This is an optimization exercise on Yosys and OpenROAD, whose aim is small area, not a production implementation. Where RTL was checked, it was by simulation tests only, not by an equivalence proof against the original. The RTL of runs 2 to 5 was laid out without a check of its function. Power figures rest on the tool's default switching activity, not on a simulated workload.

### flow/config.mk
export PLATFORM = sky130hd
export DESIGN_NAME = pcap_multi_capture
export DESIGN_NICKNAME = pcap_multi_capture
export VERILOG_FILES = /design/flow/design.v
export SDC_FILE = /design/flow/constraint.sdc
export NUM_CORES = 4
export LEC_CHECK = 0
export ABC_AREA = 1
export CAP_MARGIN = 10
export CORE_MARGIN = 2
export CORE_UTILIZATION = 40
export CTS_BUF_LIST = sky130_fd_sc_hd__clkbuf_4 sky130_fd_sc_hd__clkbuf_8
export SLEW_MARGIN = 10
### flow/constraint.sdc
create_clock -name core_clock -period 10.0 [get_ports {clk_i}]
set_input_delay 2.0000 -clock core_clock [delete_from_list [all_inputs] [get_ports {clk_i}]]
set_output_delay 2.0000 -clock core_clock [all_outputs]
set_load 0.01 [all_outputs]
### flow/design.v
module pcap_multi_capture #(
    parameter int NCHAN = 4,
    parameter int DW    = 32,
    parameter int ACC_W = 64
) (
    input  logic                  clk_i,
    input  logic                  reset_i,
    input  logic                  arm_i,
    input  logic                  disarm_i,
    input  logic [1:0]            capture_edge_i,
    input  logic [5:0]            shift_sum_i,
    input  logic [2*NCHAN-1:0]    chan_mode_i,
    input  logic                  enable_i,
    input  logic                  gate_i,
    input  logic                  capture_i,
    input  logic [NCHAN*DW-1:0]   posbus_i,
    output logic [DW-1:0]         dat_o,
    output logic                  dat_valid_o,
    input  logic                  dat_ready_i,
    output logic                  actv_o,
    output logic                  done_o,
    output logic [1:0]            status_o,
    output logic [1:0]            health_o
);
    localparam int            IW       = (NCHAN > 1) ? $clog2(NCHAN) : 1;
    localparam logic [IW-1:0] LAST_IDX = IW'(NCHAN - 1);
    localparam logic [1:0] ST_IDLE  = 2'd0;
    localparam logic [1:0] ST_ARMED = 2'd1;
    localparam logic [1:0] ST_RUN   = 2'd2;
    localparam logic [1:0] ST_DRAIN = 2'd3;
    logic [1:0]    state_q, state_d;
    logic          dat_valid_q, dat_valid_d;
    logic          actv_q, done_q, done_d;
    logic [1:0]    status_q, status_d, health_q, health_d;
    logic          enable_q, capture_q;
    logic [IW-1:0] idx_q;
    logic [1:0]    pend_q;
    logic          zf_q;                        
    logic [NCHAN-1:0][DW-1:0]    prev_q;
    logic [NCHAN-1:0][ACC_W-1:0] acc_q;
    logic [NCHAN-1:0][ACC_W-1:0] res_q;         
    logic [NCHAN-1:0]            res_sum_q;     
    logic [5:0]                  sh_q;          
    logic                    edge_s, run_s, cap_s, accept_s, last_s, frame_free_s, start_s, too_close_s;
    logic                    en_rise_s, en_fall_s, end_req_s;
    logic [1:0]              end_status_s;
    logic [NCHAN-1:0][ACC_W-1:0] sum_s;
    logic [NCHAN-1:0]        ovf_s;
    always_comb begin
        case (capture_edge_i)
            2'd1:    edge_s = ~capture_i & capture_q;
            2'd2:    edge_s = capture_i ^ capture_q;
            default: edge_s = capture_i & ~capture_q;
        endcase
        run_s        = (state_q == ST_RUN);
        en_rise_s    = enable_i & ~enable_q;
        en_fall_s    = ~enable_i & enable_q;
        cap_s        = run_s & enable_i & edge_s & ~disarm_i;
        accept_s     = dat_valid_q & dat_ready_i;
        last_s       = (idx_q == LAST_IDX);
        frame_free_s = ~dat_valid_q | (accept_s & last_s);
        start_s      = cap_s & frame_free_s;
        too_close_s  = cap_s & ~frame_free_s;
    end
    logic [DW-1:0] keep_s;
    logic          chk_q;                       
    logic [1:0]    health_s;                    
    always_comb begin
        for (int i = 0; i < DW; i++) keep_s[i] = (5'(i) >= sh_q[4:0]);
        for (int n = 0; n < NCHAN; n++)
            ovf_s[n] = res_sum_q[n] & ~sh_q[5] &
                       (|((res_q[n][ACC_W-2:DW-1] ^ res_q[n][ACC_W-1:DW]) & keep_s));
        health_s = (chk_q & (|ovf_s) & (health_q != 2'd1)) ? 2'd2 : health_q;
    end
    always_comb begin
        for (int n = 0; n < NCHAN; n++) begin
            logic [1:0]       mode;
            logic             use_acc, use_ref, use_smp;
            logic [ACC_W-1:0] a, b;
            logic [DW-1:0]    smp;
            logic             c32, sb, ao, az;
            mode    = chan_mode_i[2*n +: 2];
            smp     = posbus_i[n*DW +: DW];
            use_ref = cap_s & (mode == 2'd1);
            use_acc = ~zf_q & ~(cap_s & (mode != 2'd2));
            use_smp = gate_i | (cap_s & (mode != 2'd2));
            a[DW-1:0]     = use_acc ? acc_q[n][DW-1:0] : (use_ref ? ~prev_q[n] : '0);
            a[ACC_W-1:DW] = zf_q ? '0 : acc_q[n][ACC_W-1:DW];
            b             = use_smp ? {{(ACC_W-DW){smp[DW-1]}}, smp} : '0;
            c32 = use_ref;
            for (int j = 0; j < DW / 8; j++) begin
                logic co, t;
                co = (j == 0) ? use_ref : 1'b0;
                for (int i = 8*j; i < 8*j + 8; i++) begin
                    sum_s[n][i] = a[i] ^ b[i] ^ co;
                    co          = (a[i] & b[i]) | (a[i] & co) | (b[i] & co);
                end
                if (j == 0) begin
                    c32 = co;
                end else begin
                    t = 1'b1;
                    for (int i = 8*j; i < 8*j + 8; i++) begin
                        logic s0;
                        s0          = sum_s[n][i];
                        sum_s[n][i] = s0 ^ (c32 & t);
                        t           = t & s0;
                    end
                    c32 = co | (c32 & t);
                end
            end
            sb  = b[DW-1];
            ao  = 1'b1;
            az  = 1'b1;
            for (int i = DW; i < ACC_W; i++) begin
                sum_s[n][i] = a[i] ^ ((c32 ^ sb) & (sb ? az : ao));
                ao = ao & a[i];
                az = az & ~a[i];
            end
        end
    end
    always_comb begin
        state_d      = state_q;
        dat_valid_d  = dat_valid_q;
        done_d       = 1'b0;
        status_d     = status_q;
        health_d     = health_s;
        end_req_s    = 1'b0;
        end_status_s = 2'd0;
        if (accept_s & last_s) dat_valid_d = 1'b0;
        if (start_s) begin
            dat_valid_d = 1'b1;
        end else if (too_close_s) begin
            health_d = 2'd1;
        end
        case (state_q)
            ST_IDLE: begin
                if (arm_i) begin
                    state_d  = ST_ARMED;
                    health_d = 2'd0;
                    status_d = 2'd0;
                end
            end
            ST_ARMED: begin
                if (disarm_i) begin
                    end_req_s    = 1'b1;
                    end_status_s = 2'd1;
                end else if (en_rise_s) begin
                    state_d = ST_RUN;
                end
            end
            ST_RUN: begin
                if (disarm_i) begin
                    end_req_s    = 1'b1;
                    end_status_s = 2'd1;
                end else if (too_close_s) begin
                    end_req_s    = 1'b1;
                    end_status_s = 2'd2;
                end else if (en_fall_s) begin
                    end_req_s    = 1'b1;
                    end_status_s = 2'd0;
                end
            end
            default: begin
                end_req_s    = 1'b1;
                end_status_s = pend_q;
            end
        endcase
        if (end_req_s) begin
            if (dat_valid_d) begin
                state_d = ST_DRAIN;
            end else begin
                state_d  = ST_IDLE;
                done_d   = 1'b1;
                status_d = end_status_s;
            end
        end
    end
    always_ff @(posedge clk_i or posedge reset_i) begin
        if (reset_i) begin
            state_q     <= ST_IDLE;
            dat_valid_q <= 1'b0;
            actv_q      <= 1'b0;
            done_q      <= 1'b0;
            status_q    <= 2'd0;
            health_q    <= 2'd0;
            chk_q       <= 1'b0;
        end else begin
            state_q     <= state_d;
            dat_valid_q <= dat_valid_d;
            actv_q      <= (state_d != ST_IDLE);
            done_q      <= done_d;
            status_q    <= status_d;
            health_q    <= health_d;
            chk_q       <= start_s;
        end
    end
    always_ff @(posedge clk_i) begin
        enable_q  <= enable_i;
        capture_q <= capture_i;
        zf_q      <= ~run_s | cap_s;
        if (end_req_s) pend_q <= end_status_s;
        if (start_s) idx_q <= '0;
        else if (accept_s) idx_q <= idx_q + 1'b1;
        acc_q <= sum_s;
        for (int n = 0; n < NCHAN; n++) begin
            if (~run_s | (start_s & (chan_mode_i[2*n +: 2] == 2'd1)))
                prev_q[n] <= posbus_i[n*DW +: DW];
        end
        if (frame_free_s) begin
            res_q <= sum_s;
            sh_q  <= shift_sum_i;
            for (int n = 0; n < NCHAN; n++)
                res_sum_q[n] <= (chan_mode_i[2*n +: 2] == 2'd2);
        end
    end
    logic [ACC_W-1:0] out_res_s;
    logic [5:0]       out_sh_s;
    logic [3:0]       d54, d32, d10;
    logic [47:0]      st1_s;
    logic [35:0]      st2_s;
    logic [DW-1:0]    word_s;
    always_comb begin
        out_res_s = res_q[idx_q];
        out_sh_s  = res_sum_q[idx_q] ? sh_q : 6'd0;
        d54 = 4'b0001 << out_sh_s[5:4];
        d32 = 4'b0001 << out_sh_s[3:2];
        d10 = 4'b0001 << out_sh_s[1:0];
        for (int i = 0; i < 48; i++)
            st1_s[i] = (d54[0] & out_res_s[i]) |
                       (d54[1] & out_res_s[(i + 16 < ACC_W) ? i + 16 : ACC_W - 1]) |
                       (d54[2] & out_res_s[(i + 32 < ACC_W) ? i + 32 : ACC_W - 1]) |
                       (d54[3] & out_res_s[(i + 48 < ACC_W) ? i + 48 : ACC_W - 1]);
        for (int i = 0; i < 36; i++)
            st2_s[i] = (d32[0] & st1_s[i]) | (d32[1] & st1_s[i + 4]) |
                       (d32[2] & st1_s[i + 8]) | (d32[3] & st1_s[(i + 12 < 48) ? i + 12 : 47]);
        for (int i = 0; i < DW; i++)
            word_s[i] = (d10[0] & st2_s[i]) | (d10[1] & st2_s[i + 1]) |
                        (d10[2] & st2_s[i + 2]) | (d10[3] & st2_s[i + 3]);
    end
    assign dat_o       = word_s;
    assign dat_valid_o = dat_valid_q;
    assign actv_o      = actv_q;
    assign done_o      = done_q;
    assign status_o    = status_q;
    assign health_o    = health_s;
endmodule
### flow/flow/run.sh
#!/bin/bash
set -e
export BUFFER_PORTS_ARGS="-buffer_cell sky130_fd_sc_hd__buf_1"
export CTS_ARGS="-sink_clustering_enable -repair_clock_nets -dont_use_dummy_load -sink_clustering_size 14 -sink_clustering_max_diameter 80 -buf_list {sky130_fd_sc_hd__clkbuf_4 sky130_fd_sc_hd__clkbuf_8}"
bash standard.sh > flow_run.log 2>&1
### flow/standard.sh
#!/bin/bash
# synth_recipe.tcl (not shown) runs the flow's synth.tcl, then flattens the netlist and writes it again
# the make line also repeats each setting of config.mk as NAME=value (left out here)
make -C /OpenROAD-flow-scripts/flow DESIGN_CONFIG=/design/flow/config.mk WORK_HOME=/design/flow/orfs CLKGATE_MAP_FILE= SYNTH_SCRIPT=/design/flow/synth_recipe.tcl "${@:-finish}"
==> run_summary.xml, run 1 <==
<?xml version="1.0" encoding="UTF-8"?>
<metrics>
  <group name="run_status">
    <metric name="status" unit="">timing/DRC/antenna clean</metric>
  </group>
  <group name="logic_synthesis">
    <metric name="yosys.area.top_type_share" unit="%">32.7</metric>
    <metric name="ranking_of_synthesized_cells_by_area" unit="">edfxtp_1, dfxtp_1, nand2_1</metric>
    <metric name="synth-seq-cells" unit="">667</metric>
    <metric name="synth_area_per_cell" unit="µm²">8.70</metric>
    <metric name="synthesis.instances" unit="">4176</metric>
    <metric name="ys.warnings.count" unit="">1</metric>
    <metric name="synth-async-reset-ratio" unit="%">1.50</metric>
    <metric name="synth_seq_area_share" unit="%">47.8</metric>
    <metric name="synth-edff-count" unit="">396</metric>
    <metric name="unique_cell_type_count_in_the_yosys_netlist" unit="">67</metric>
    <metric name="most_common_cell_in_the_netlist" unit="">nand2_1</metric>
    <metric name="synth_ff_type" unit="">edfxtp_1</metric>
    <metric name="synthTopCellsByCount" unit="">nand2_1, inv_1, nor2_1</metric>
    <metric name="synthesis.area" unit="mm²">0.0363</metric>
    <metric name="postSynthNetCount" unit="">4473</metric>
    <metric name="synth_top_cell_by_area" unit="">edfxtp_1</metric>
  </group>
  <group name="cells_and_area">
    <metric name="finish.instance_area" unit="mm²">0.0390</metric>
    <metric name="layout.core_utilization" unit="%">43.4</metric>
    <metric name="ratio_of_cells_with_drive_above_1_in_the_final_layout" unit="%">5.46</metric>
    <metric name="area_growth" unit="%">7.41</metric>
    <metric name="stdcell_count" unit="">5501</metric>
    <metric name="nets" unit="">4622</metric>
  </group>
  <group name="sta">
    <metric name="fin_ws" unit="ns">1.38</metric>
    <metric name="worst_slew_pin_slew" unit="ns">0.993</metric>
    <metric name="drv_slew" unit="">0</metric>
    <metric name="setup_viol_count_final" unit="">0</metric>
    <metric name="timing.slew.headroom" unit="%">33.8</metric>
    <metric name="timing.final.hold_violations" unit="">0</metric>
    <metric name="finClkSkew" unit="ns">0.120</metric>
    <metric name="min_period_over_period" unit="%">86.2</metric>
    <metric name="final.setup.tns" unit="ns">0</metric>
    <metric name="layout_min_cycle_time" unit="ns">8.62</metric>
    <metric name="achievable-frequency" unit="MHz">116</metric>
    <metric name="rsz0062_at_grt" unit="">false</metric>
  </group>
  <group name="power_and_ir_drop">
    <metric name="power.leakage" unit="nW">16.2</metric>
    <metric name="ir_worst_vdd" unit="V">0.000234</metric>
    <metric name="pwr_density_cell" unit="mW/mm²">315</metric>
  </group>
  <group name="detailed_routing">
    <metric name="remaining_drc_errors" unit="">0</metric>
    <metric name="drt_iter0_markers" unit="">3013</metric>
    <metric name="post_drt_via_cell_ratio" unit="">5.23</metric>
    <metric name="postRouteAntennaNets" unit="">0</metric>
    <metric name="wire_per_inst" unit="µm">19.3</metric>
    <metric name="routed_wl" unit="µm">106000</metric>
    <metric name="via_count_of_the_routed_design" unit="">28781</metric>
    <metric name="dr.pass1.iters" unit="">8</metric>
  </group>
  <group name="clock_network">
    <metric name="clk_path_buf_depth" unit="">3</metric>
    <metric name="clk-insertion-delay-late" unit="ns">0.76</metric>
    <metric name="cts_setup_buffers" unit="">0</metric>
    <metric name="cts_buffers" unit="">57</metric>
    <metric name="clk_transition_reported_paths" unit="ns">0.09</metric>
    <metric name="htreeDepth" unit="">2</metric>
    <metric name="clock_sinks" unit="">667</metric>
    <metric name="post_cts_hold_buffer_count" unit="">0</metric>
    <metric name="post_cts_resized" unit="">0</metric>
    <metric name="clock_tree_from_tritoncts" unit="">built</metric>
    <metric name="clock_tree_root_buffer_cell" unit="">clkbuf_8</metric>
  </group>
  <group name="floorplan">
    <metric name="start_util" unit="%">40.4</metric>
    <metric name="ioPinCount" unit="">191</metric>
    <metric name="row_count" unit="">110</metric>
    <metric name="die_height" unit="µm">305</metric>
    <metric name="die_w" unit="µm">305</metric>
    <metric name="die_area" unit="mm²">0.0933</metric>
    <metric name="core_area" unit="mm²">0.0900</metric>
  </group>
  <group name="placement">
    <metric name="buffer_ports.inserted" unit="">190</metric>
    <metric name="placed_cells_incl_taps" unit="">5442</metric>
    <metric name="dpl_worst_slack" unit="ns">0.601</metric>
    <metric name="detailed_place.area" unit="mm²">0.0382</metric>
    <metric name="gp_congestion" unit="">0.954</metric>
    <metric name="detailedPlacementHpwl" unit="µm">80000</metric>
  </group>
  <group name="grt">
    <metric name="global_route.usage.total" unit="%">22.4</metric>
    <metric name="global_route.usage.met2" unit="%">32.8</metric>
    <metric name="gr-max-usage-layer" unit="">met1</metric>
    <metric name="grt_start_max_net_pins" unit="">162</metric>
    <metric name="gr-total-overflow" unit="">0</metric>
    <metric name="global_route_wire_length_before_repair" unit="µm">161000</metric>
    <metric name="grt_antenna_before_repair" unit="">12</metric>
    <metric name="grtUsageMet3" unit="%">3.56</metric>
    <metric name="grt_pass1_vias" unit="">26848</metric>
    <metric name="gr-usage-met1" unit="%">34.3</metric>
  </group>
  <group name="critical_path">
    <metric name="critical_path.slowest_cell" unit="">fa_1</metric>
    <metric name="critical_path_arrival" unit="ns">9.02</metric>
    <metric name="cp.required" unit="ns">10.40</metric>
    <metric name="kind_of_critical_path" unit="">in -&gt; reg</metric>
    <metric name="worst_path_largest_cell_delay" unit="ns">0.39</metric>
    <metric name="timing.critical_path.fanout_max" unit="">15</metric>
    <metric name="end_kind" unit="">flip-flop</metric>
    <metric name="critPathMostFrequentCell" unit="">fa_1</metric>
    <metric name="startpoint_type_of_the_worst_setup_path" unit="">input port</metric>
  </group>
  <group name="flow_run">
    <metric name="drv.max_cap_violation_count" unit="">0</metric>
  </group>
  <group name="hold_path">
    <metric name="min-delay-path-class" unit="">reg -&gt; reg</metric>
  </group>
</metrics>
worst max-delay path: cells and delay by family:
family	cells	cell delay (ns)
adder cells (fa/ha/maj)	9	2.90
AND/OR/NAND/NOR	17	2.04
buffers and inverters	8	0.87
AO/OA/AOI/OAI	6	1.17
metrics by stage:
step,power [W],hold slack [ns]
5_1_grt,0.0131,0.548
3_3_place_gp,0.0107,0.491
4_1_cts,0.0122,0.517
2_1_floorplan,0.00876,0.470
3_5_place_dp,0.0108,0.497
6_report,0.0123,0.512
routing by layer:
| metal | wire [µm] | share of wire [%] | vias up |
|---|---|---|---|
| li1 | - | - | 13952 |
| met1 | 50600 | 48 | 13654 |
| met2 | 44300 | 42 | 1034 |
| met3 | 8820 | 8.3 | 131 |
| met4 | 2490 | 2.3 | 10 |
| met5 | 58 | 0.055 | - |
final timing paths:
check	start	endpoint	slack, ns	depth (start not counted)
max reg2reg	state_q[0]$_DFF_PP0_	res_q[255]$_DFFE_PN_	2.38	39
min reg2reg	acc_q[190]$_DFF_P_	acc_q[190]$_DFF_P_	0.51	2
min	acc_q[190]$_DFF_P_	acc_q[190]$_DFF_P_	0.51	2
min in group asynchronous	reset_i	health_q[0]$_DFF_PP0_	1.26	2
max in group asynchronous	reset_i	status_q[1]$_DFF_PP0_	8.44	2
max	capture_edge_i[0]	res_q[255]$_DFFE_PN_	1.38	40
power by group:
| part | total (W) | internal, W | switching, W |
|---|---|---|---|
| logic | 0.00594 | 0.00170 | 0.00425 |
| registers | 0.00496 | 0.00423 | 0.000726 |
| clock network | 0.00139 | 0.000506 | 0.000887 |
flip-flops by register name (all words and copies together), names as in the netlist:
signal / flops
done_q: 1
capture_q: 1
res_sum_q: 4
dat_valid_q: 1
prev_q: 128
res_q: 256
state_q: 2
status_q: 2
actv_q: 1
sh_q: 6
pend_q: 2
chk_q: 1
idx_q: 2
health_q: 2
zf_q: 1
acc_q: 256
enable_q: 1
cells by family after synthesis:
| group | count (synthesis) | synth area share, % |
|---|---|---|
| AO/OA/AOI/OAI | 766 | 12.2 |
| XOR/XNOR | 224 | 5.40 |
| adder cells (fa/ha/maj) | 145 | 7.39 |
| buffers and inverters | 747 | 7.97 |
| flip-flops | 667 | 47.8 |
| multiplexers | 1 | 0.0310 |
| AND/OR/NAND/NOR | 1626 | 19.2 |
layout by cell type, fill, tap and decap left out, types with 24 or more instances in the layout:
cell	Yosys	routed
nand2_1	897	896
nand2_2	26	26
nand3_1	103	103
o2111ai_1	24	24
xnor2_1	44	44
nor4_1	25	25
edfxtp_1	396	396
ha_1	29	29
nand4_1	68	68
a22oi_1	25	25
o21ai_0	358	358
buf_4	4	38
inv_1	593	593
clkbuf_8	0	57
nor2_2	33	34
dfxtp_1	261	258
fa_1	116	116
o211ai_1	28	28
buf_1	17	190
a21oi_1	190	190
nor2_1	399	398
xor2_1	180	180
o22ai_1	36	36
layout make-up:
class	count	area (µm²)
diodes	2	5.00
inverters	608	2290
repair buffers	229	1020
fillers	9003	51000
clock buffers	57	785
multi-input cells	2762	16100
well taps	1176	1470
flip-flops and latches	667	17400
==> run 2: changes to the inputs <==
--- a/flow/design.v
+++ b/flow/design.v
@@ -89,8 +89,8 @@
             b             = use_smp ? {{(ACC_W-DW){smp[DW-1]}}, smp} : '0;
             c32 = use_ref;
-            for (int j = 0; j < DW / 8; j++) begin
+            for (int j = 0; j < DW / 16; j++) begin
                 logic co, t;
                 co = (j == 0) ? use_ref : 1'b0;
-                for (int i = 8*j; i < 8*j + 8; i++) begin
+                for (int i = 16*j; i < 16*j + 16; i++) begin
                     sum_s[n][i] = a[i] ^ b[i] ^ co;
                     co          = (a[i] & b[i]) | (a[i] & co) | (b[i] & co);
@@ -100,5 +100,5 @@
                 end else begin
                     t = 1'b1;
-                    for (int i = 8*j; i < 8*j + 8; i++) begin
+                    for (int i = 16*j; i < 16*j + 16; i++) begin
                         logic s0;
                         s0          = sum_s[n][i];
==> run 2 against run 1 <==
  * The layout now fails its checks (negative setup slack)
  * Worst setup slack worse by 1.7 ns
  * Clock skew up 0.021 ns
  * Register-to-register slack lost 1.9 ns
  * Sequential cell count unchanged
  * Sequential share of layout area is 2.3 points lower
  * Sequential power is essentially flat
==> run_summary.xml, run 2 <==
<?xml version="1.0" encoding="UTF-8"?>
<metrics>
  <group name="run_status">
    <metric name="status" unit="">failed layout checks</metric>
    <metric name="so.violations" unit="">negative setup slack</metric>
  </group>
  <group name="cells_and_area">
    <metric name="layout.core_utilization" unit="%">46.5</metric>
    <metric name="commonest_non_fill_non_tap_cell_in_the_layout" unit="">nand2_1</metric>
    <metric name="top_regs" unit="">acc_q: 256 flops, res_q: 256 flops, prev_q: 128 flops</metric>
    <metric name="final_cell_mix" unit="">nand2_1, inv_1, nor2_1</metric>
    <metric name="area.sequential" unit="mm²">0.0174</metric>
    <metric name="final.fill_count" unit="">8542</metric>
    <metric name="area_growth" unit="%">15.4</metric>
    <metric name="nets" unit="">4620</metric>
    <metric name="ratio_of_cells_with_drive_above_1_in_the_final_layout" unit="%">16.6</metric>
    <metric name="multi_input_comb_area" unit="mm²">0.0169</metric>
  </group>
  <group name="power_and_ir_drop">
    <metric name="seq_power_share" unit="%">39.0</metric>
    <metric name="switching_share" unit="%">47.5</metric>
    <metric name="power.leakage" unit="nW">16.8</metric>
    <metric name="power.share.clock" unit="%">10.8</metric>
    <metric name="p_int" unit="W">0.00666</metric>
    <metric name="power.switching" unit="W">0.00602</metric>
    <metric name="pwr_density_cell" unit="mW/mm²">308</metric>
    <metric name="power.total" unit="W">0.0127</metric>
    <metric name="p_comb_share" unit="%">50.1</metric>
    <metric name="ir_worst_vdd" unit="V">0.000251</metric>
  </group>
  <group name="critical_path">
    <metric name="cp.required" unit="ns">10.36</metric>
    <metric name="kind_of_critical_path" unit="">in -&gt; reg</metric>
    <metric name="worst_path_largest_cell_delay" unit="ns">0.51</metric>
    <metric name="startpoint_type_of_the_worst_setup_path" unit="">input port</metric>
    <metric name="end_kind" unit="">flip-flop</metric>
    <metric name="critical_path.slowest_cell" unit="">fa_1</metric>
    <metric name="critical_path_arrival" unit="ns">10.63</metric>
    <metric name="timing.critical_path.fanout_max" unit="">8</metric>
    <metric name="critPathMostFrequentCell" unit="">fa_2</metric>
  </group>
  <group name="clock_network">
    <metric name="clk_transition_reported_paths" unit="ns">0.09</metric>
    <metric name="post_cts_hold_buffer_count" unit="">0</metric>
    <metric name="clock_sinks" unit="">667</metric>
    <metric name="clock_tree_root_buffer_cell" unit="">clkbuf_8</metric>
    <metric name="htreeDepth" unit="">2</metric>
    <metric name="clock_tree_from_tritoncts" unit="">built</metric>
    <metric name="clk-insertion-delay-late" unit="ns">0.75</metric>
    <metric name="cts_buffers" unit="">56</metric>
    <metric name="clk_path_buf_depth" unit="">3</metric>
  </group>
  <group name="grt">
    <metric name="grt_pass1_vias" unit="">26813</metric>
    <metric name="gr-max-usage-layer" unit="">met1</metric>
    <metric name="grt_start_max_net_pins" unit="">168</metric>
    <metric name="grtUsageMet3" unit="%">3.21</metric>
    <metric name="gr-usage-met1" unit="%">35.4</metric>
    <metric name="grt_antenna_before_repair" unit="">4</metric>
    <metric name="global_route.usage.total" unit="%">22.8</metric>
    <metric name="gr-total-overflow" unit="">0</metric>
    <metric name="global_route.usage.met2" unit="%">33.1</metric>
    <metric name="global_route_wire_length_before_repair" unit="µm">159000</metric>
  </group>
  <group name="floorplan">
    <metric name="die_area" unit="mm²">0.0915</metric>
    <metric name="die_height" unit="µm">302</metric>
    <metric name="die_w" unit="µm">302</metric>
    <metric name="start_util" unit="%">40.3</metric>
    <metric name="core_area" unit="mm²">0.0884</metric>
    <metric name="ioPinCount" unit="">191</metric>
    <metric name="row_count" unit="">109</metric>
  </group>
  <group name="logic_synthesis">
    <metric name="yosys.area_share.xor_xnor" unit="%">4.84</metric>
    <metric name="synthesis.area" unit="mm²">0.0356</metric>
    <metric name="unique_cell_type_count_in_the_yosys_netlist" unit="">69</metric>
    <metric name="synth_ff_type" unit="">edfxtp_1</metric>
    <metric name="synth-simple-area-share" unit="%">18.6</metric>
    <metric name="postSynthNetCount" unit="">4315</metric>
    <metric name="synth-seq-cells" unit="">667</metric>
    <metric name="most_common_cell_in_the_netlist" unit="">nand2_1</metric>
    <metric name="synthTopCellsByCount" unit="">nand2_1, inv_1, nor2_1</metric>
    <metric name="ranking_of_synthesized_cells_by_area" unit="">edfxtp_1, dfxtp_1, nand2_1</metric>
    <metric name="synth-compound-area-share" unit="%">12.6</metric>
    <metric name="synthMuxAreaShare" unit="%">0.0316</metric>
    <metric name="synthesis.instances" unit="">4026</metric>
    <metric name="synth_area_per_cell" unit="µm²">8.85</metric>
    <metric name="synth_top_cell_by_area" unit="">edfxtp_1</metric>
    <metric name="synth-edff-count" unit="">396</metric>
    <metric name="post_synth_fa_ha_maj_area_fraction" unit="%">7.42</metric>
    <metric name="synth_seq_area_share" unit="%">48.7</metric>
    <metric name="synth-async-reset-ratio" unit="%">1.50</metric>
    <metric name="yosys.area.top_type_share" unit="%">33.4</metric>
    <metric name="ys.warnings.count" unit="">1</metric>
    <metric name="largest_family_of_logic_cells_by_synthesized_area" unit="">simple AND/OR/NAND/NOR gates</metric>
  </group>
  <group name="flow_run">
    <metric name="drv.max_cap_violation_count" unit="">0</metric>
  </group>
  <group name="detailed_routing">
    <metric name="remaining_drc_errors" unit="">0</metric>
    <metric name="via_count_of_the_routed_design" unit="">28757</metric>
    <metric name="drt_iter0_markers" unit="">3124</metric>
    <metric name="dr.pass1.iters" unit="">8</metric>
    <metric name="wire_per_inst" unit="µm">19.5</metric>
    <metric name="routed_wl" unit="µm">107000</metric>
    <metric name="post_drt_via_cell_ratio" unit="">5.23</metric>
    <metric name="postRouteAntennaNets" unit="">0</metric>
  </group>
  <group name="hold_path">
    <metric name="min-delay-path-class" unit="">reg -&gt; reg</metric>
  </group>
  <group name="sta">
    <metric name="timing.slew.headroom" unit="%">21.3</metric>
    <metric name="setup_viol_count_final" unit="">67</metric>
    <metric name="layout_min_cycle_time" unit="ns">10.27</metric>
    <metric name="finClkSkew" unit="ns">0.141</metric>
    <metric name="timing.hold.ws" unit="ns">0.529</metric>
    <metric name="timing.final.hold_violations" unit="">0</metric>
    <metric name="rsz0062_at_grt" unit="">true</metric>
    <metric name="fin_ws" unit="ns">-0.272</metric>
    <metric name="worst_slew_pin_slew" unit="ns">1.18</metric>
    <metric name="achievable-frequency" unit="MHz">97.4</metric>
    <metric name="drv_slew" unit="">0</metric>
    <metric name="min_period_over_period" unit="%">103</metric>
  </group>
  <group name="placement">
    <metric name="buffer_ports.inserted" unit="">190</metric>
    <metric name="dpl_worst_slack" unit="ns">-0.944</metric>
    <metric name="gp_congestion" unit="">0.944</metric>
    <metric name="detailedPlacementHpwl" unit="µm">80400</metric>
  </group>
</metrics>
run 2: cell types whose count changed in the layout (fill, tap and decap cells not counted), sizes merged, moves of 21 or more:
cell	before	now
a21oi	193	149
a221oi	8	30
buf	229	381
inv	605	564
nand2	931	828
nand3	105	84
nand4	77	36
nor2	446	509
o22ai	36	87
xnor2	44	65
xor2	180	132
run 2: final cells by class:
cell class | instances | area share [%]
Timing Repair inverter | 1 | 0.0183
Tap cell | 1165 | 3.54
Timing Repair Buffer | 382 | 5.99
Inverter | 572 | 5.34
Sequential cell | 667 | 42.2
Antenna cell | 1 | 0.00608
Clock buffer | 56 | 1.87
Multi-Input combinational cell | 2651 | 41.0
run 2: path summary, 6_finish.rpt:
| path | start | end | slack (ns) | cells after the start |
|---|---|---|---|---|
| min in group asynchronous | reset_i | chk_q$_DFF_PP0_ | 1.27 | 2 |
| max reg2reg | state_q[0]$_DFF_PP0_ | res_q[253]$_DFFE_PN_ | 0.51 | 38 |
| max in group asynchronous | reset_i | health_q[0]$_DFF_PP0_ | 8.44 | 2 |
| min | pend_q[1]$_DFFE_PP_ | status_q[1]$_DFF_PP0_ | 0.53 | 2 |
| max | capture_edge_i[0] | res_q[253]$_DFFE_PN_ | -0.27 | 41 |
| min reg2reg | pend_q[1]$_DFFE_PP_ | status_q[1]$_DFF_PP0_ | 0.53 | 2 |
run 2: metrics by stage:
step	TNS, ns	instance area [µm²]	instances
after floorplan	-0.276	36100	4026
after global placement	-174.67	38800	5397
after detailed placement	-190.46	38800	5397
after CTS	-0.0240	39600	5453
after global routing	-48.52	41100	5495
final	-6.43	41100	5495
run 2: routing by layer:
layer | routed length [µm] | vias to the layer above | share of wire (%)
met5 | 27 | - | 0.025
met4 | 2760 | 4 | 2.6
met3 | 8730 | 145 | 8.2
met2 | 44800 | 1061 | 42
met1 | 50600 | 13763 | 47
li1 | - | 13784 | -
run 2: power by group through the flow:
stage          clock [W]  sequential [W]  combinational (W)
2_1_floorplan          0         0.00469            0.00411
3_3_place_gp           0         0.00496            0.00592
3_5_place_dp           0         0.00495            0.00597
4_1_cts          0.00142         0.00491            0.00599
5_1_grt          0.00150         0.00502            0.00694
6_report         0.00138         0.00495            0.00636
run 2: logic make-up after synthesis:
kind of cell | count (synthesis)
multiplexers | 1
XOR/XNOR | 197
AO/OA/AOI/OAI | 770
AND/OR/NAND/NOR | 1546
buffers and inverters | 708
flip-flops | 667
adder cells (fa/ha/maj) | 137
run 2: worst max-delay path: cells and delay by family:
family | cells | cell delay [ns]
and+or+nand+nor | 8 | 0.92
xor gates and xnor gates | 1 | 0.15
buffers and inverters | 11 | 0.97
AOI/OAI and AO/OA | 4 | 0.35
adders and majority gates | 17 | 6.21
run 2: what timing repair did:
action	in CTS	in global routing
resized for setup	9	316
pin swaps	2	110
endpoints found under the setup margin	121	257
buffers inserted	0	40
gates cloned	0	2
==> run 3: changes to the inputs <==
--- a/flow/design.v
+++ b/flow/design.v
@@ -88,25 +88,5 @@
             a[ACC_W-1:DW] = zf_q ? '0 : acc_q[n][ACC_W-1:DW];
             b             = use_smp ? {{(ACC_W-DW){smp[DW-1]}}, smp} : '0;
-            c32 = use_ref;
-            for (int j = 0; j < DW / 16; j++) begin
-                logic co, t;
-                co = (j == 0) ? use_ref : 1'b0;
-                for (int i = 16*j; i < 16*j + 16; i++) begin
-                    sum_s[n][i] = a[i] ^ b[i] ^ co;
-                    co          = (a[i] & b[i]) | (a[i] & co) | (b[i] & co);
-                end
-                if (j == 0) begin
-                    c32 = co;
-                end else begin
-                    t = 1'b1;
-                    for (int i = 16*j; i < 16*j + 16; i++) begin
-                        logic s0;
-                        s0          = sum_s[n][i];
-                        sum_s[n][i] = s0 ^ (c32 & t);
-                        t           = t & s0;
-                    end
-                    c32 = co | (c32 & t);
-                end
-            end
+            {c32, sum_s[n][DW-1:0]} = {1'b0, a[DW-1:0]} + {1'b0, b[DW-1:0]} + {{DW{1'b0}}, use_ref};
             sb  = b[DW-1];
             ao  = 1'b1;
==> flow/run.sh (new file) <==
#!/bin/bash
# synth_recipe.tcl (not shown) runs the flow's synth.tcl, then flattens the netlist and writes it again
# the make line also repeats each setting of config.mk as NAME=value (left out here)
make -C /OpenROAD-flow-scripts/flow DESIGN_CONFIG=/design/flow/config.mk WORK_HOME=/design/flow/orfs CLKGATE_MAP_FILE= SYNTH_SCRIPT=/design/flow/synth_recipe.tcl finish
--- a/flow/config.mk
+++ b/flow/config.mk
@@ -6,8 +6,7 @@
 export NUM_CORES = 4
 export LEC_CHECK = 0
-export ABC_AREA = 1
-export CAP_MARGIN = 10
+export CAP_MARGIN = 20
 export CORE_MARGIN = 2
 export CORE_UTILIZATION = 40
 export CTS_BUF_LIST = sky130_fd_sc_hd__clkbuf_4 sky130_fd_sc_hd__clkbuf_8
-export SLEW_MARGIN = 10
+export SLEW_MARGIN = 40
removed: flow/flow/run.sh
removed: flow/standard.sh
==> run 3 against run 2 <==
  * Power up 23%
  * Largest cell class is now multi-input combinational cells
  * Worst hold slack got worse by 0.024 ns
  * Final cell count increased by 0.60%
  * Now clean on timing, DRC and antenna
  * Critical path depth decreased by 19
  * Via count is 15% higher
  * Die area is 8.3% higher
  * Highest routed layer unchanged
  * Design area is 8.8% higher
  * Critical path type unchanged
  * Combinational power rose by 9.4%
  * Non-clock buffer count is 144 lower
  * Clock power up 120%
==> run_summary.xml, run 3 <==
<?xml version="1.0" encoding="UTF-8"?>
<metrics>
  <group name="floorplan">
    <metric name="start_util" unit="%">40.5</metric>
    <metric name="ioPinCount" unit="">191</metric>
    <metric name="die_height" unit="µm">315</metric>
    <metric name="row_count" unit="">113</metric>
    <metric name="die_w" unit="µm">315</metric>
    <metric name="core_area" unit="mm²">0.0953</metric>
    <metric name="die_area" unit="mm²">0.0991</metric>
  </group>
  <group name="logic_synthesis">
    <metric name="synth-edff-count" unit="">396</metric>
    <metric name="synth_top_cell_by_area" unit="">edfxtp_1</metric>
    <metric name="ys.warnings.count" unit="">1</metric>
    <metric name="synth_seq_area_share" unit="%">45.0</metric>
    <metric name="yosys.area.top_type_share" unit="%">30.8</metric>
    <metric name="synthesis.instances" unit="">3990</metric>
    <metric name="synth-async-reset-ratio" unit="%">1.50</metric>
    <metric name="synth-seq-cells" unit="">667</metric>
    <metric name="synth_area_per_cell" unit="µm²">9.68</metric>
    <metric name="synth_ff_type" unit="">edfxtp_1</metric>
    <metric name="postSynthNetCount" unit="">4279</metric>
    <metric name="synthTopCellsByCount" unit="">edfxtp_1, nand2_1, nor2_1</metric>
    <metric name="unique_cell_type_count_in_the_yosys_netlist" unit="">96</metric>
    <metric name="most_common_cell_in_the_netlist" unit="">edfxtp_1</metric>
    <metric name="ranking_of_synthesized_cells_by_area" unit="">edfxtp_1, dfxtp_1, ha_1</metric>
    <metric name="synthesis.area" unit="mm²">0.0386</metric>
  </group>
  <group name="critical_path">
    <metric name="critPathLaunch" unit="">capture_i</metric>
    <metric name="critical_path_arrival" unit="ns">8.66</metric>
    <metric name="number_of_cells_traversed_by_the_worst_register_to_register_path" unit="">20</metric>
    <metric name="setup.reg_to_reg.worst_slack" unit="ns">2.80</metric>
    <metric name="rr_startpoint" unit="">state_q[1]$_DFF_PP0_</metric>
    <metric name="end_kind" unit="">flip-flop</metric>
    <metric name="startpoint_type_of_the_worst_setup_path" unit="">input port</metric>
    <metric name="timing.critical_path.fanout_max" unit="">33</metric>
    <metric name="cp.required" unit="ns">10.54</metric>
    <metric name="reg2reg_to" unit="">res_q[230]$_DFFE_PN_</metric>
    <metric name="kind_of_critical_path" unit="">in -&gt; reg</metric>
  </group>
  <group name="placement">
    <metric name="gp_congestion" unit="">0.980</metric>
    <metric name="buffer_ports.inserted" unit="">190</metric>
    <metric name="dpl_worst_slack" unit="ns">1.09</metric>
    <metric name="detailedPlacementHpwl" unit="µm">97000</metric>
  </group>
  <group name="cells_and_area">
    <metric name="layout.core_utilization" unit="%">46.9</metric>
    <metric name="ratio_of_cells_with_drive_above_1_in_the_final_layout" unit="%">9.97</metric>
    <metric name="final_cell_mix" unit="">edfxtp_1, nand2_1, nor2_1</metric>
    <metric name="nets" unit="">4447</metric>
    <metric name="top_regs" unit="">acc_q: 256 flops, res_q: 256 flops, prev_q: 128 flops</metric>
    <metric name="area_growth" unit="%">15.8</metric>
    <metric name="commonest_non_fill_non_tap_cell_in_the_layout" unit="">edfxtp_1</metric>
    <metric name="final.fill_count" unit="">9092</metric>
  </group>
  <group name="hold_path">
    <metric name="hold-path-endpoint" unit="">status_q[0]$_DFF_PP0_</metric>
    <metric name="startpoint_of_the_most_critical_hold_path" unit="">status_q[0]$_DFF_PP0_</metric>
    <metric name="min-delay-path-class" unit="">reg -&gt; reg</metric>
    <metric name="worst_hold_path.num_cells" unit="">2</metric>
  </group>
  <group name="power_and_ir_drop">
    <metric name="power.switching" unit="W">0.00683</metric>
    <metric name="power.share.clock" unit="%">19.0</metric>
    <metric name="power.total" unit="W">0.0156</metric>
    <metric name="p_comb_share" unit="%">44.5</metric>
    <metric name="power.leakage" unit="nW">17.2</metric>
    <metric name="p_int" unit="W">0.00881</metric>
    <metric name="switching_share" unit="%">43.7</metric>
    <metric name="pwr_density_cell" unit="mW/mm²">350</metric>
    <metric name="ir_worst_vdd" unit="V">0.000157</metric>
    <metric name="seq_power_share" unit="%">36.6</metric>
  </group>
  <group name="sta">
    <metric name="timing.slew.headroom" unit="%">41.2</metric>
    <metric name="final.setup.tns" unit="ns">0</metric>
    <metric name="worst_slew_pin_slew" unit="ns">0.882</metric>
    <metric name="fin_ws" unit="ns">1.88</metric>
    <metric name="timing.final.hold_violations" unit="">0</metric>
    <metric name="drv_slew" unit="">0</metric>
    <metric name="layout_min_cycle_time" unit="ns">8.12</metric>
    <metric name="timing.hold.ws" unit="ns">0.506</metric>
    <metric name="min_period_over_period" unit="%">81.2</metric>
    <metric name="finClkSkew" unit="ns">0.0576</metric>
    <metric name="setup_viol_count_final" unit="">0</metric>
    <metric name="achievable-frequency" unit="MHz">123</metric>
    <metric name="rsz0062_at_grt" unit="">false</metric>
  </group>
  <group name="grt">
    <metric name="gr-total-overflow" unit="">0</metric>
    <metric name="global_route.usage.total" unit="%">25.8</metric>
    <metric name="grt_pass1_vias" unit="">30702</metric>
    <metric name="global_route_wire_length_before_repair" unit="µm">194000</metric>
    <metric name="grt_antenna_before_repair" unit="">11</metric>
    <metric name="grt_start_max_net_pins" unit="">114</metric>
  </group>
  <group name="detailed_routing">
    <metric name="via_count_of_the_routed_design" unit="">33050</metric>
    <metric name="dr.pass1.iters" unit="">8</metric>
    <metric name="remaining_drc_errors" unit="">0</metric>
    <metric name="wire_per_inst" unit="µm">23.5</metric>
    <metric name="postRouteAntennaNets" unit="">0</metric>
    <metric name="post_drt_via_cell_ratio" unit="">5.98</metric>
    <metric name="drt_iter0_markers" unit="">3489</metric>
    <metric name="routed_wl" unit="µm">130000</metric>
  </group>
  <group name="clock_network">
    <metric name="cts_buffers" unit="">116</metric>
    <metric name="clk_path_buf_depth" unit="">3</metric>
    <metric name="clock_tree_root_buffer_cell" unit="">clkbuf_8</metric>
    <metric name="clk-insertion-delay-late" unit="ns">0.82</metric>
    <metric name="clk_transition_reported_paths" unit="ns">0.06</metric>
    <metric name="clock_sinks" unit="">667</metric>
    <metric name="post_cts_hold_buffer_count" unit="">0</metric>
    <metric name="post_cts_resized" unit="">0</metric>
    <metric name="cts_setup_buffers" unit="">0</metric>
    <metric name="htreeDepth" unit="">3</metric>
    <metric name="clock_tree_from_tritoncts" unit="">built</metric>
  </group>
  <group name="flow_run">
    <metric name="drv.max_cap_violation_count" unit="">0</metric>
  </group>
  <group name="run_status">
    <metric name="status" unit="">timing/DRC/antenna clean</metric>
  </group>
</metrics>
==> run 3: cell count changes after synthesis, sizes merged, moves of 67 or more <==
cell	change
nand2	-444
a21o	+67
a21oi	+151
ha	+116
fa	-116
xnor2	+73
inv	-460
nor2	-176
nor2b	+184
o21ai	-67
==> run 3: power by group through the flow <==
stage / Clock [W] / Combinational (W) / Sequential, W
after global routing: 0.00315 / 0.00747 / 0.00580
after CTS: 0.00304 / 0.00681 / 0.00565
after global placement: 0 / 0.00668 / 0.00570
after floorplan: 0 / 0.00462 / 0.00500
final: 0.00297 / 0.00696 / 0.00572
after detailed placement: 0 / 0.00678 / 0.00567
==> run 3: logic make-up after synthesis <==
| logic type | count (synthesis) | share of synthesized area, % |
|---|---|---|
| AOI/OAI and AO/OA | 1180 | 19.8 |
| and+or+nand+nor | 1363 | 17.3 |
| muxes | 93 | 4.55 |
| buffers and inverters | 293 | 2.98 |
| xor gates and xnor gates | 257 | 5.85 |
| DFF | 667 | 45.0 |
| adders and majority gates | 137 | 4.59 |
==> run 3: layout make-up <==
type / count / area (µm²) / area share (%)
inverter: 105 / 397 / 0.887
multi-input combinational: 3030 / 20300 / 45.3
timing repair buffer: 238 / 2340 / 5.24
antenna: 1 / 2.50 / 0.00559
clock buffer: 175 / 2130 / 4.77
clock inverter: 47 / 646 / 1.44
tap: 1265 / 1580 / 3.54
sequential: 667 / 17400 / 38.8
==> run 3: how the worst max path moves through the flow <==
stage,cells past startpoint,slack (ns),to
finish,22,1.88,res_q[113]$_DFFE_PN_
detailed placement,23,1.09,res_q[112]$_DFFE_PN_
CTS,22,1.93,res_q[113]$_DFFE_PN_
global route,23,1.41,res_q[114]$_DFFE_PN_
floorplan,4,1.38,prev_q[0]$_DFFE_PP_
global placement,22,1.23,res_q[118]$_DFFE_PN_
==> run 3: critical path, cell delays in order <==
cell and delay, ns:
clkdlybuf4s50_1 0.50, inv_1 0.05, ha_1 0.27, inv_1 0.04, a221o_1 0.45, nand2_1 0.38, or2_2 0.64, nor2_1 0.09
a21oi_1 0.19, fa_1 0.19, inv_1 0.07, fa_1 0.48, a211oi_1 0.30, o21ai_0 0.18, nor4b_1 0.18, o31ai_1 0.36
nand3_1 0.27, a21boi_2 0.56, o21ai_1 0.31, nor2_1 0.56, a21oi_1 0.17, a311o_1 0.39
==> run 3: metal layers <==
layer	track usage (%)	wire, µm
met5	0	13
met3	5.06	11200
met1	37.9	59800
met4	8.65	4450
met2	37.6	54700
==> run 3: through the flow <==
stage               cells  instance area, µm²
floorplan            3990               38600
global placement     5298               41800
detailed placement   5305               41900
CTS                  5527               44700
global route         5528               44700
finish               5528               44700
==> run 4: changes to the inputs <==
--- a/flow/config.mk
+++ b/flow/config.mk
@@ -10,3 +10,4 @@
 export CORE_UTILIZATION = 40
 export CTS_BUF_LIST = sky130_fd_sc_hd__clkbuf_4 sky130_fd_sc_hd__clkbuf_8
+export GPL_TIMING_DRIVEN = 0
 export SLEW_MARGIN = 40
==> run 4 against run 3 <==
  * Critical path type is now reg -> reg
  * Critical endpoint is now res_q[37]$_DFFE_PN_
  * Die area unchanged
  * Still clean on timing, DRC and antenna
  * Core utilization increased by 0.65 points
  * Worst setup slack got worse by 1.5 ns
  * Sequential cell count unchanged
==> run_summary.xml, run 4 <==
<?xml version="1.0" encoding="UTF-8"?>
<metrics>
  <group name="placement">
    <metric name="buffer_ports.inserted" unit="">190</metric>
    <metric name="dpl_worst_slack" unit="ns">0.397</metric>
    <metric name="gp_congestion" unit="">1.05</metric>
    <metric name="detailedPlacementHpwl" unit="µm">115000</metric>
  </group>
  <group name="sta">
    <metric name="finClkSkew" unit="ns">0.0619</metric>
    <metric name="rsz0062_at_grt" unit="">false</metric>
    <metric name="final.setup.tns" unit="ns">0</metric>
    <metric name="achievable-frequency" unit="MHz">104</metric>
    <metric name="timing.final.hold_violations" unit="">0</metric>
    <metric name="layout_min_cycle_time" unit="ns">9.63</metric>
    <metric name="timing.slew.headroom" unit="%">35.3</metric>
    <metric name="setup_viol_count_final" unit="">0</metric>
    <metric name="timing.hold.ws" unit="ns">0.503</metric>
    <metric name="drv_slew" unit="">0</metric>
    <metric name="worst_slew_pin_slew" unit="ns">0.960</metric>
    <metric name="fin_ws" unit="ns">0.371</metric>
    <metric name="min_period_over_period" unit="%">96.3</metric>
  </group>
  <group name="logic_synthesis">
    <metric name="yosys.area.top_type_share" unit="%">30.8</metric>
    <metric name="postSynthNetCount" unit="">4279</metric>
    <metric name="synth_seq_area_share" unit="%">45.0</metric>
    <metric name="synth-edff-count" unit="">396</metric>
    <metric name="ys.warnings.count" unit="">1</metric>
    <metric name="most_common_cell_in_the_netlist" unit="">edfxtp_1</metric>
    <metric name="synth_ff_type" unit="">edfxtp_1</metric>
    <metric name="synth_area_per_cell" unit="µm²">9.68</metric>
    <metric name="synthesis.area" unit="mm²">0.0386</metric>
    <metric name="synthesis.instances" unit="">3990</metric>
    <metric name="ranking_of_synthesized_cells_by_area" unit="">edfxtp_1, dfxtp_1, ha_1</metric>
    <metric name="synthTopCellsByCount" unit="">edfxtp_1, nand2_1, nor2_1</metric>
    <metric name="synth-async-reset-ratio" unit="%">1.50</metric>
    <metric name="synth-seq-cells" unit="">667</metric>
    <metric name="unique_cell_type_count_in_the_yosys_netlist" unit="">96</metric>
    <metric name="synth_top_cell_by_area" unit="">edfxtp_1</metric>
  </group>
  <group name="critical_path">
    <metric name="critical_path.endpoint" unit="">res_q[37]$_DFFE_PN_</metric>
    <metric name="kind_of_critical_path" unit="">reg -&gt; reg</metric>
    <metric name="startpoint_type_of_the_worst_setup_path" unit="">flip-flop</metric>
    <metric name="cp.required" unit="ns">10.58</metric>
    <metric name="critical_path_arrival" unit="ns">10.21</metric>
    <metric name="setup.reg_to_reg.worst_slack" unit="ns">0.37</metric>
    <metric name="end_kind" unit="">flip-flop</metric>
    <metric name="critPathLaunch" unit="">zf_q$_DFF_P_</metric>
    <metric name="reg2reg_to" unit="">res_q[37]$_DFFE_PN_</metric>
    <metric name="number_of_cells_traversed_by_the_worst_register_to_register_path" unit="">24</metric>
    <metric name="rr_startpoint" unit="">zf_q$_DFF_P_</metric>
    <metric name="timing.critical_path.fanout_max" unit="">10</metric>
  </group>
  <group name="floorplan">
    <metric name="die_area" unit="mm²">0.0991</metric>
    <metric name="row_count" unit="">113</metric>
    <metric name="die_height" unit="µm">315</metric>
    <metric name="die_w" unit="µm">315</metric>
    <metric name="start_util" unit="%">40.5</metric>
    <metric name="ioPinCount" unit="">191</metric>
    <metric name="core_area" unit="mm²">0.0953</metric>
  </group>
  <group name="cells_and_area">
    <metric name="top_regs" unit="">acc_q: 256 flops, res_q: 256 flops, prev_q: 128 flops</metric>
    <metric name="final_cell_mix" unit="">edfxtp_1, nand2_1, nor2_1</metric>
    <metric name="area_growth" unit="%">17.4</metric>
    <metric name="nets" unit="">4601</metric>
    <metric name="ratio_of_cells_with_drive_above_1_in_the_final_layout" unit="%">9.81</metric>
    <metric name="commonest_non_fill_non_tap_cell_in_the_layout" unit="">edfxtp_1</metric>
  </group>
  <group name="power_and_ir_drop">
    <metric name="power.leakage" unit="nW">17.5</metric>
    <metric name="pwr_density_cell" unit="mW/mm²">359</metric>
    <metric name="ir_worst_vdd" unit="V">0.000177</metric>
    <metric name="power.total" unit="W">0.0163</metric>
  </group>
  <group name="clock_network">
    <metric name="clock_tree_root_buffer_cell" unit="">clkbuf_8</metric>
    <metric name="clock_sinks" unit="">667</metric>
    <metric name="clk_path_buf_depth" unit="">3</metric>
    <metric name="cts_setup_buffers" unit="">0</metric>
    <metric name="post_cts_hold_buffer_count" unit="">0</metric>
    <metric name="clock_tree_from_tritoncts" unit="">built</metric>
    <metric name="clk-insertion-delay-late" unit="ns">0.82</metric>
    <metric name="post_cts_resized" unit="">0</metric>
    <metric name="clk_transition_reported_paths" unit="ns">0.06</metric>
    <metric name="htreeDepth" unit="">3</metric>
    <metric name="cts_buffers" unit="">117</metric>
  </group>
  <group name="detailed_routing">
    <metric name="remaining_drc_errors" unit="">0</metric>
    <metric name="wire_per_inst" unit="µm">26.2</metric>
    <metric name="routed_wl" unit="µm">149000</metric>
    <metric name="drt_iter0_markers" unit="">4121</metric>
    <metric name="via_count_of_the_routed_design" unit="">34383</metric>
    <metric name="dr.pass1.iters" unit="">8</metric>
    <metric name="postRouteAntennaNets" unit="">0</metric>
    <metric name="post_drt_via_cell_ratio" unit="">6.05</metric>
  </group>
  <group name="grt">
    <metric name="global_route_wire_length_before_repair" unit="µm">216000</metric>
    <metric name="grt_antenna_before_repair" unit="">11</metric>
    <metric name="gr-total-overflow" unit="">0</metric>
    <metric name="grt_start_max_net_pins" unit="">67</metric>
    <metric name="grt_pass1_vias" unit="">31931</metric>
    <metric name="global_route.usage.total" unit="%">29.5</metric>
  </group>
  <group name="flow_run">
    <metric name="drv.max_cap_violation_count" unit="">0</metric>
  </group>
  <group name="run_status">
    <metric name="status" unit="">timing/DRC/antenna clean</metric>
  </group>
  <group name="hold_path">
    <metric name="min-delay-path-class" unit="">reg -&gt; reg</metric>
  </group>
</metrics>
[run 4: cell counts after synthesis]
Identical to the previous run, type by type.
[run 4: per-stage QoR]
stage          cell area [µm²]  instances  utilization (%)
2_1_floorplan            38600       3990                -
3_3_place_gp             42100       5445             44.2
3_5_place_dp             42500       5458             44.6
4_1_cts                  45300       5680             47.6
5_1_grt                  45400       5681             47.6
6_report                 45400       5682             47.6
[run 4: cells by family (layout without fill, tap and decap cells)]
kind of cell | after synthesis | in the layout | synth area share, %
AOI/OAI and AO/OA | 1180 | 1180 | 19.8
adders and majority gates | 137 | 137 | 4.59
DFF | 667 | 667 | 45.0
and+or+nand+nor | 1363 | 1363 | 17.3
other | 0 | 2 | 0
xor gates and xnor gates | 257 | 257 | 5.85
buffers and inverters | 293 | 718 | 2.98
muxes | 93 | 93 | 4.55
[run 4: area by class of cell]
type                            count  area [µm²]
Antenna cell                        2        5.00
Buffer                            188         783
Clock buffer                      157        2010
Clock inverter                     65         801
Fill cell                        9075       49900
Inverter                          105         397
Multi-Input combinational cell   3030       20300
Sequential cell                   667       17400
Tap cell                         1265        1580
Timing Repair Buffer              203        2140
[run 4: worst min-delay path by stage]
stage	cells past startpoint	slack (ns)	startpoint	endpoint
after detailed placement	2	0.49	status_q[0]$_DFF_PP0_	status_q[0]$_DFF_PP0_
final	1	0.50	acc_q[127]$_DFF_P_	acc_q[127]$_DFF_P_
after CTS	1	0.50	acc_q[127]$_DFF_P_	acc_q[127]$_DFF_P_
after global routing	1	0.52	acc_q[127]$_DFF_P_	acc_q[127]$_DFF_P_
after floorplan	1	0.45	acc_q[127]$_DFF_P_	acc_q[127]$_DFF_P_
after global placement	1	0.48	acc_q[127]$_DFF_P_	acc_q[127]$_DFF_P_
[run 4: per-layer routing]
layer,track usage (%),share of wire (%)
met1,42.9,44
met5,0,0
met4,11.8,4.1
met3,6.06,11
met2,42.8,42
[run 4: power by group]
part | total (W) | leakage [nW] | internal [W] | switching, W
Sequential | 0.00562 | 6.48 | 0.00439 | 0.00123
Combinational | 0.00767 | 9.55 | 0.00280 | 0.00488
Clock | 0.00301 | 1.46 | 0.00176 | 0.00125
[run 4: worst max-delay path, stage by stage (launching register included)]
cell,delay [ns]
dfxtp_1,0.86
clkbuf_2,0.55
buf_2,0.50
buf_2,0.47
buf_2,0.51
clkbuf_2,0.57
buf_2,0.62
a21oi_1,0.28
clkbuf_1,0.34
a21oi_1,0.27
fa_1,0.23
inv_1,0.07
fa_1,0.46
a21o_1,0.19
a21oi_1,0.22
nand2b_1,0.19
a211oi_1,0.10
o21ai_0,0.58
o211ai_1,0.42
a21o_1,0.33
buf_1,0.28
nor2_2,0.42
nand2_1,0.29
clkbuf_1,0.39
o211ai_1,0.24
==> run 5: changes to the inputs <==
--- a/flow/design.v
+++ b/flow/design.v
@@ -79,5 +79,5 @@
             logic [ACC_W-1:0] a, b;
             logic [DW-1:0]    smp;
-            logic             c32, sb, ao, az;
+            logic             c32, sb, ao;
             mode    = chan_mode_i[2*n +: 2];
             smp     = posbus_i[n*DW +: DW];
@@ -88,12 +88,32 @@
             a[ACC_W-1:DW] = zf_q ? '0 : acc_q[n][ACC_W-1:DW];
             b             = use_smp ? {{(ACC_W-DW){smp[DW-1]}}, smp} : '0;
-            {c32, sum_s[n][DW-1:0]} = {1'b0, a[DW-1:0]} + {1'b0, b[DW-1:0]} + {{DW{1'b0}}, use_ref};
+            begin
+                logic [DW-1:0] g, p, gg, pp, cc;
+                for (int i = 0; i < DW; i++) begin
+                    g[i] = a[i] & b[i];
+                    p[i] = a[i] ^ b[i];
+                end
+                g[0] = g[0] | (p[0] & use_ref);
+                gg = g;
+                pp = p;
+                for (int l = 1; l < DW; l = l * 2)
+                    for (int i = 2*l - 1; i < DW; i += 2*l) begin
+                        gg[i] = gg[i] | (pp[i] & gg[i - l]);
+                        pp[i] = pp[i] & pp[i - l];
+                    end
+                for (int l = DW / 4; l >= 1; l = l / 2)
+                    for (int i = 3*l - 1; i < DW; i += 2*l) begin
+                        gg[i] = gg[i] | (pp[i] & gg[i - l]);
+                        pp[i] = pp[i] & pp[i - l];
+                    end
+                sum_s[n][0] = p[0] ^ use_ref;
+                for (int i = 1; i < DW; i++) sum_s[n][i] = p[i] ^ gg[i-1];
+                c32 = gg[DW-1];
+            end
             sb  = b[DW-1];
             ao  = 1'b1;
-            az  = 1'b1;
             for (int i = DW; i < ACC_W; i++) begin
-                sum_s[n][i] = a[i] ^ ((c32 ^ sb) & (sb ? az : ao));
-                ao = ao & a[i];
-                az = az & ~a[i];
+                sum_s[n][i] = a[i] ^ ((c32 ^ sb) & ao);
+                ao = ao & (a[i] ^ sb);
             end
         end
==> flow/flow/run.sh (new file) <==
#!/bin/bash
set -e
export BUFFER_PORTS_ARGS="-buffer_cell sky130_fd_sc_hd__buf_1"
export CTS_ARGS="-sink_clustering_enable -repair_clock_nets -dont_use_dummy_load -sink_clustering_size 14 -sink_clustering_max_diameter 80 -buf_list {sky130_fd_sc_hd__clkbuf_4 sky130_fd_sc_hd__clkbuf_8}"
bash standard.sh > flow_run.log 2>&1
==> flow/standard.sh (new file) <==
#!/bin/bash
# synth_recipe.tcl (not shown) runs the flow's synth.tcl, then flattens the netlist and writes it again
# the make line also repeats each setting of config.mk as NAME=value (left out here)
make -C /OpenROAD-flow-scripts/flow DESIGN_CONFIG=/design/flow/config.mk WORK_HOME=/design/flow/orfs CLKGATE_MAP_FILE= SYNTH_SCRIPT=/design/flow/synth_recipe.tcl "${@:-finish}"
--- a/flow/config.mk
+++ b/flow/config.mk
@@ -6,8 +6,8 @@
 export NUM_CORES = 4
 export LEC_CHECK = 0
-export CAP_MARGIN = 20
+export ABC_AREA = 1
+export CAP_MARGIN = 10
 export CORE_MARGIN = 2
 export CORE_UTILIZATION = 40
 export CTS_BUF_LIST = sky130_fd_sc_hd__clkbuf_4 sky130_fd_sc_hd__clkbuf_8
-export GPL_TIMING_DRIVEN = 0
-export SLEW_MARGIN = 40
+export SLEW_MARGIN = 10
removed: flow/run.sh
==> run 5 against run 4 <==
  * Via count decreased by 13%
  * Still clean on timing, DRC and antenna
  * Global-route usage shrank 6.6 points
  * Wire length decreased by 27%
  * Clock power decreased by 54%
  * Sequential power fell by 15%
  * Clock skew increased by 0.056 ns
  * Synthesized cell count is 7.6% higher
  * Largest cell class is now registers
==> run_summary.xml, run 5 <==
<?xml version="1.0" encoding="UTF-8"?>
<metrics>
  <group name="run_status">
    <metric name="status" unit="">timing/DRC/antenna clean</metric>
  </group>
  <group name="clock_network">
    <metric name="htreeDepth" unit="">2</metric>
    <metric name="post_cts_hold_buffer_count" unit="">0</metric>
    <metric name="post_cts_resized" unit="">0</metric>
    <metric name="clk_path_buf_depth" unit="">3</metric>
    <metric name="cts_setup_buffers" unit="">0</metric>
    <metric name="clock_tree_from_tritoncts" unit="">built</metric>
    <metric name="clock_sinks" unit="">667</metric>
    <metric name="cts_buffers" unit="">56</metric>
    <metric name="clk_transition_reported_paths" unit="ns">0.10</metric>
    <metric name="clk-insertion-delay-late" unit="ns">0.73</metric>
    <metric name="clock_tree_root_buffer_cell" unit="">clkbuf_8</metric>
  </group>
  <group name="cells_and_area">
    <metric name="commonest_non_fill_non_tap_cell_in_the_layout" unit="">nand2_1</metric>
    <metric name="top_regs" unit="">acc_q: 256 flops, res_q: 256 flops, prev_q: 128 flops</metric>
    <metric name="layout.core_utilization" unit="%">43.1</metric>
    <metric name="nets" unit="">4773</metric>
    <metric name="area_growth" unit="%">7.21</metric>
    <metric name="ratio_of_cells_with_drive_above_1_in_the_final_layout" unit="%">3.95</metric>
    <metric name="final_cell_mix" unit="">nand2_1, inv_1, edfxtp_1</metric>
    <metric name="final.fill_count" unit="">8955</metric>
  </group>
  <group name="critical_path">
    <metric name="critical_path_arrival" unit="ns">5.41</metric>
    <metric name="timing.critical_path.fanout_max" unit="">45</metric>
    <metric name="startpoint_type_of_the_worst_setup_path" unit="">flip-flop</metric>
    <metric name="cp.required" unit="ns">8.00</metric>
    <metric name="kind_of_critical_path" unit="">reg -&gt; out</metric>
    <metric name="end_kind" unit="">primary output</metric>
  </group>
  <group name="sta">
    <metric name="worst_slew_pin_slew" unit="ns">1.16</metric>
    <metric name="finClkSkew" unit="ns">0.118</metric>
    <metric name="achievable-frequency" unit="MHz">135</metric>
    <metric name="rsz0062_at_grt" unit="">false</metric>
    <metric name="layout_min_cycle_time" unit="ns">7.41</metric>
    <metric name="timing.final.hold_violations" unit="">0</metric>
    <metric name="min_period_over_period" unit="%">74.1</metric>
    <metric name="setup_viol_count_final" unit="">0</metric>
    <metric name="timing.slew.headroom" unit="%">22.5</metric>
    <metric name="final.setup.tns" unit="ns">0</metric>
    <metric name="drv_slew" unit="">0</metric>
  </group>
  <group name="floorplan">
    <metric name="core_area" unit="mm²">0.0912</metric>
    <metric name="die_w" unit="µm">307</metric>
    <metric name="die_height" unit="µm">307</metric>
    <metric name="start_util" unit="%">40.2</metric>
    <metric name="die_area" unit="mm²">0.0942</metric>
    <metric name="ioPinCount" unit="">191</metric>
    <metric name="row_count" unit="">111</metric>
  </group>
  <group name="logic_synthesis">
    <metric name="synth-seq-cells" unit="">667</metric>
    <metric name="synth_area_per_cell" unit="µm²">8.55</metric>
    <metric name="synth-edff-count" unit="">396</metric>
    <metric name="synth_top_cell_by_area" unit="">edfxtp_1</metric>
    <metric name="synthesis.instances" unit="">4295</metric>
    <metric name="postSynthNetCount" unit="">4640</metric>
    <metric name="ys.warnings.count" unit="">1</metric>
    <metric name="ranking_of_synthesized_cells_by_area" unit="">edfxtp_1, dfxtp_1, nand2_1</metric>
    <metric name="synth-async-reset-ratio" unit="%">1.50</metric>
    <metric name="synthTopCellsByCount" unit="">nand2_1, inv_1, edfxtp_1</metric>
    <metric name="yosys.area.top_type_share" unit="%">32.4</metric>
    <metric name="synthesis.area" unit="mm²">0.0367</metric>
    <metric name="most_common_cell_in_the_netlist" unit="">nand2_1</metric>
    <metric name="unique_cell_type_count_in_the_yosys_netlist" unit="">69</metric>
    <metric name="synth_seq_area_share" unit="%">47.3</metric>
    <metric name="synth_ff_type" unit="">edfxtp_1</metric>
  </group>
  <group name="detailed_routing">
    <metric name="remaining_drc_errors" unit="">0</metric>
    <metric name="drt_iter0_markers" unit="">3675</metric>
    <metric name="postRouteAntennaNets" unit="">0</metric>
    <metric name="wire_per_inst" unit="µm">19.5</metric>
    <metric name="post_drt_via_cell_ratio" unit="">5.32</metric>
    <metric name="via_count_of_the_routed_design" unit="">29870</metric>
    <metric name="dr.pass1.iters" unit="">6</metric>
    <metric name="routed_wl" unit="µm">110000</metric>
  </group>
  <group name="grt">
    <metric name="global_route.usage.total" unit="%">22.9</metric>
    <metric name="grt_start_max_net_pins" unit="">105</metric>
    <metric name="global_route_wire_length_before_repair" unit="µm">166000</metric>
    <metric name="grt_antenna_before_repair" unit="">9</metric>
    <metric name="gr-total-overflow" unit="">0</metric>
    <metric name="grt_pass1_vias" unit="">27687</metric>
  </group>
  <group name="placement">
    <metric name="buffer_ports.inserted" unit="">190</metric>
    <metric name="detailedPlacementHpwl" unit="µm">82700</metric>
    <metric name="gp_congestion" unit="">0.965</metric>
  </group>
  <group name="power_and_ir_drop">
    <metric name="ir_worst_vdd" unit="V">0.000144</metric>
    <metric name="power.leakage" unit="nW">17.2</metric>
    <metric name="pwr_density_cell" unit="mW/mm²">287</metric>
  </group>
  <group name="hold_path">
    <metric name="min-delay-path-class" unit="">reg -&gt; reg</metric>
  </group>
  <group name="flow_run">
    <metric name="drv.max_cap_violation_count" unit="">0</metric>
  </group>
</metrics>
[run 5: worst paths after layout]
check	cells after the start	slack, ns	startpoint	end
min in group asynchronous	2	1.29	reset_i	chk_q$_DFF_PP0_
min reg2reg	2	0.49	acc_q[126]$_DFF_P_	acc_q[126]$_DFF_P_
max	16	2.59	idx_q[0]$_SDFFE_PP0P_	dat_o[10]
min	2	0.49	acc_q[126]$_DFF_P_	acc_q[126]$_DFF_P_
max reg2reg	24	3.90	state_q[0]$_DFF_PP0_	res_q[242]$_DFFE_PN_
max in group asynchronous	2	8.41	reset_i	done_q$_DFF_PP0_
[run 5: layer usage]
layer	vias to the layer above	global-route usage (%)	part of all wire (%)
met1	14164	35.0	48
met3	130	2.76	7.6
met2	1054	34.3	42
met4	2	5.79	2.5
li1	14520	-	-
met5	-	0	0.012
[run 5: power by group]
part / switching [W] / internal [W]
Sequential: 0.000709 / 0.00404
Combinational: 0.00373 / 0.00146
Clock: 0.000880 / 0.000497
Total: 0.00532 / 0.00599
[run 5: area by class of cell]
type                    instances  area [µm²]  area share [%]
repair buffers                223         961            2.44
inverters                     542        2040            5.19
well taps                    1186        1480            3.77
flip-flops and latches        667       17400            44.1
clock buffers                  56         771            1.96
multi-input cells            2938       16700            42.5
diodes                          4        10.0          0.0254
[run 5: metrics by stage]
step                      hold WS [ns]  std cells  area [µm²]  power (W)  setup slack (ns)
after floorplan                  0.457       4295       36700    0.00783              1.33
after global placement           0.473       5556       38600    0.00979              2.27
after detailed placement         0.481       5556       38600    0.00980              2.15
after CTS                        0.494       5612       39300     0.0112              2.68
after global routing             0.521       5613       39300     0.0120              2.18
final                            0.493       5616       39400     0.0113              2.59
[run 5: cell families (layout without fill, tap and decap cells)]
logic type | Yosys count | in the layout | synth area share [%]
and+or+nand+nor | 1709 | 1709 | 19.4
AOI/OAI and AO/OA | 838 | 838 | 13.3
other | 0 | 4 | 0
muxes | 2 | 2 | 0.0613
adders and majority gates | 193 | 193 | 7.97
xor gates and xnor gates | 196 | 196 | 4.70
buffers and inverters | 690 | 821 | 7.27
DFF | 667 | 667 | 47.3
[run 5: critical path, stage by stage (launching register included)]
cell and delay [ns]:
dfxtp_2 0.89, buf_4 0.54, nand2_1 0.10, nand3_1 0.11, nand2_1 0.23, inv_1 0.22, nand2_1 0.12, nor2_2 0.64
nand2_1 0.51, nand2_1 0.20, a221oi_1 0.14, o21ai_0 0.25, a21oi_1 0.06, o21ai_0 0.28, nand2_1 0.11, nand4_1 0.13
buf_1 0.15

==> re-timing with driven ports <==
Ports are ideal in the flow. The routed layouts listed here were re-timed in OpenROAD. Step 1, drivers: a clkbuf_16 drives clk_i and a buf_2 each remaining input, both assumed. Step 2 times the ports against the registers' clock, not the clock port: input delays grow and output delays shrink by t, the midpoint of the rising clock arrivals with the driver on. Three values: no drivers, after step 1, after step 2; two values: the first two.
| run | t, ns | setup WS [ns] | worst slew at a driven data input, ns |
|---|---|---|---|
| run 1 | 0.756 | 1.380 / 1.417 / 0.660 | 0.15 |
| run 2 | 0.744 | -0.272 / -0.261 / -1.006 | 0.12 |
| run 3 | 0.849 | 1.883 / 1.910 / 1.061 | 0.06 |
| run 4 | 0.849 | 0.371 / 0.371 / 0.311 | 0.07 |
| run 5 | 0.738 | 2.587 / 2.521 / 2.166 | 0.14 |
The setup slack of run 3, which loses most, moves by +0.027 ns with the drivers and by -0.822 ns with both steps.
